This design comes from an exercise in tuning for small area, a short achievable clock period and few clock cycles per item on the open sky130 flow, not from production work.
In this exercise RTL edits were held to simulation tests only and were not proved equivalent to the original.
Power and IR drop assume default switching activity.

// argb_pixel_blend_unit
module argb_pixel_blend_unit (
  input  logic        clk_i,
  input  logic        rst_ni,
  input  logic        start_i,
  output logic        busy_o,
  input  logic [31:0] src_pixel_i,
  input  logic [31:0] dst_pixel_i,
  output logic        done_o,
  output logic [31:0] out_pixel_o,
  input  logic        cfg_valid_i,
  output logic        cfg_ready_o,
  input  logic [1:0]  cfg_index_i,
  input  logic [31:0] cfg_data_i
);
Size: about 360 flip-flops, about 140 I/O pins, about 17000 µm² of cells after synthesis.
export LEC_CHECK = 0
export CAP_MARGIN = 20
export CORE_MARGIN = 2
export CORE_UTILIZATION = 40
export SETUP_SLACK_MARGIN = 3.45
export SLEW_MARGIN = 20
create_clock -name core_clock -period 5.5 [get_ports {clk_i}]
standard.sh (not shown) runs the stock make flow with config.mk's settings and CLKGATE_MAP_FILE= SYNTH_SCRIPT=/design/flow/synth_recipe.tcl, a recipe that flattens the netlist after the stock synthesis.
==> flow/flow/run.sh <==
#!/bin/bash
# The standard layout (the standard.sh, standard synthesis unchanged) with
# smaller port buffers and a clock tree without dummy loads.
set -euo pipefail
export BUFFER_PORTS_ARGS="-buffer_cell sky130_fd_sc_hd__buf_2"
export CTS_ARGS="-sink_clustering_enable -repair_clock_nets -dont_use_dummy_load"
bash standard.sh > standard.log 2>&1
Testbench counts at the start, summed over its fixed seeds: cycles 16,967, items 16,026.
Rerun with:
--- a/flow/flow/run.sh
+++ b/flow/flow/run.sh
@@ -5,3 +5,3 @@
 export BUFFER_PORTS_ARGS="-buffer_cell sky130_fd_sc_hd__buf_2"
-export CTS_ARGS="-sink_clustering_enable -repair_clock_nets -dont_use_dummy_load"
+export CTS_ARGS="-sink_clustering_enable -repair_clock_nets -dont_use_dummy_load -sink_clustering_size 24 -sink_clustering_max_diameter 80 -buf_list {sky130_fd_sc_hd__clkbuf_8 sky130_fd_sc_hd__clkbuf_16}"
 bash standard.sh > standard.log 2>&1
ABC_CLOCK_PERIOD_IN_PS = 2100   (was not set)
The changed run ran to the end with no violations.
Clock-buffer cell count falls by 19.
Synthesized cell count is unchanged.
Clock power went down by 32%.
Cell count is lower by 0.94%.
Die area does not change.


== old ==
argb_pixel_blend_unit again, from the RTL that the note above started with.
export LEC_CHECK = 0
export CAP_MARGIN = 20
export CORE_MARGIN = 2
export CORE_UTILIZATION = 40
export SETUP_SLACK_MARGIN = 3.45
export SLEW_MARGIN = 20
create_clock -name core_clock -period 5.5 [get_ports {clk_i}]
==> flow/flow/run.sh <==
#!/bin/bash
# The standard layout (the standard.sh, standard synthesis unchanged) with
# smaller port buffers and a clock tree without dummy loads.
set -euo pipefail
export BUFFER_PORTS_ARGS="-buffer_cell sky130_fd_sc_hd__buf_2"
export CTS_ARGS="-sink_clustering_enable -repair_clock_nets -dont_use_dummy_load -sink_clustering_size 30 -sink_clustering_max_diameter 100 -buf_list {sky130_fd_sc_hd__clkbuf_8 sky130_fd_sc_hd__clkbuf_16}"
bash standard.sh > standard.log 2>&1
Testbench counts of old, summed over its fixed seeds: cycles 16,967, items 16,026.
Changes in new relative to old:
==> flow/flow/run.sh <==
#!/bin/bash
# The standard layout (the standard.sh, standard synthesis unchanged) with
# smaller port buffers and a clock tree without dummy loads.
set -euo pipefail
export BUFFER_PORTS_ARGS="-buffer_cell sky130_fd_sc_hd__buf_2"
export CTS_ARGS="-sink_clustering_enable -repair_clock_nets -dont_use_dummy_load -sink_clustering_size 24 -sink_clustering_max_diameter 80 -buf_list {sky130_fd_sc_hd__clkbuf_8 sky130_fd_sc_hd__clkbuf_16}"
bash standard.sh > standard.log 2>&1
==> comparison <==
Internal power up 2.6% in new wrt old
Summary of the comparison: fraction of the core area covered by cells at the end of the flow is higher in new, relative to old.
In the reports for new and old, the smaller first-iteration DRC count belongs to old.
new: all stages complete, timing, DRC and antenna checks passed
Per the comparison of new with old, least setup slack across all paths after layout lower; total routing usage reported by global routing comparable; non-clock buffer count went down; number of instances in the synthesized netlist shows no meaningful change; insertion delay of the later-clocked pin in the worst-skew pair saw an increase.
In new, the power density of the placed cells came out about 1.4% above the value in old.

==> afterwards: timing with drivers on the ports <==
Ports are ideal in the flow. The routed layouts listed here were re-timed in OpenROAD. Step 1 sets driving cells, clkbuf_16 on the clock port and buf_2 on the other inputs (assumed; they add their load-dependent delay and slew). Step 2 moves the port delays by t, midway between the first and last clock arrival at a register: inputs arrive t later, outputs are due t later. That takes back most of the time a late clock gives input paths. Slacks: ideal / step 1 / step 2; pairs: ideal / step 1.
run	t, ns	slack for setup (ns)	hold slack, ns	worst setup path at the end	clock arrival spread, ns
the first run of note 1	0.586	3.353 / 3.301 / 3.125	0.313 / 0.313 / 0.313	input to register	0.041 / 0.042
the second run of note 1	0.580	3.344 / 3.322 / 3.132	0.311 / 0.311 / 0.311	input to register	0.066 / 0.066
old	0.568	3.357 / 3.326 / 3.123	0.317 / 0.317 / 0.317	input to register	0.034 / 0.035
new	0.580	3.344 / 3.322 / 3.132	0.311 / 0.311 / 0.311	input to register	0.066 / 0.066
After both steps setup and hold are still met in every run listed. For old, which loses most, drivers alone change the setup slack by -0.031 ns; drivers and shift together by -0.234 ns.
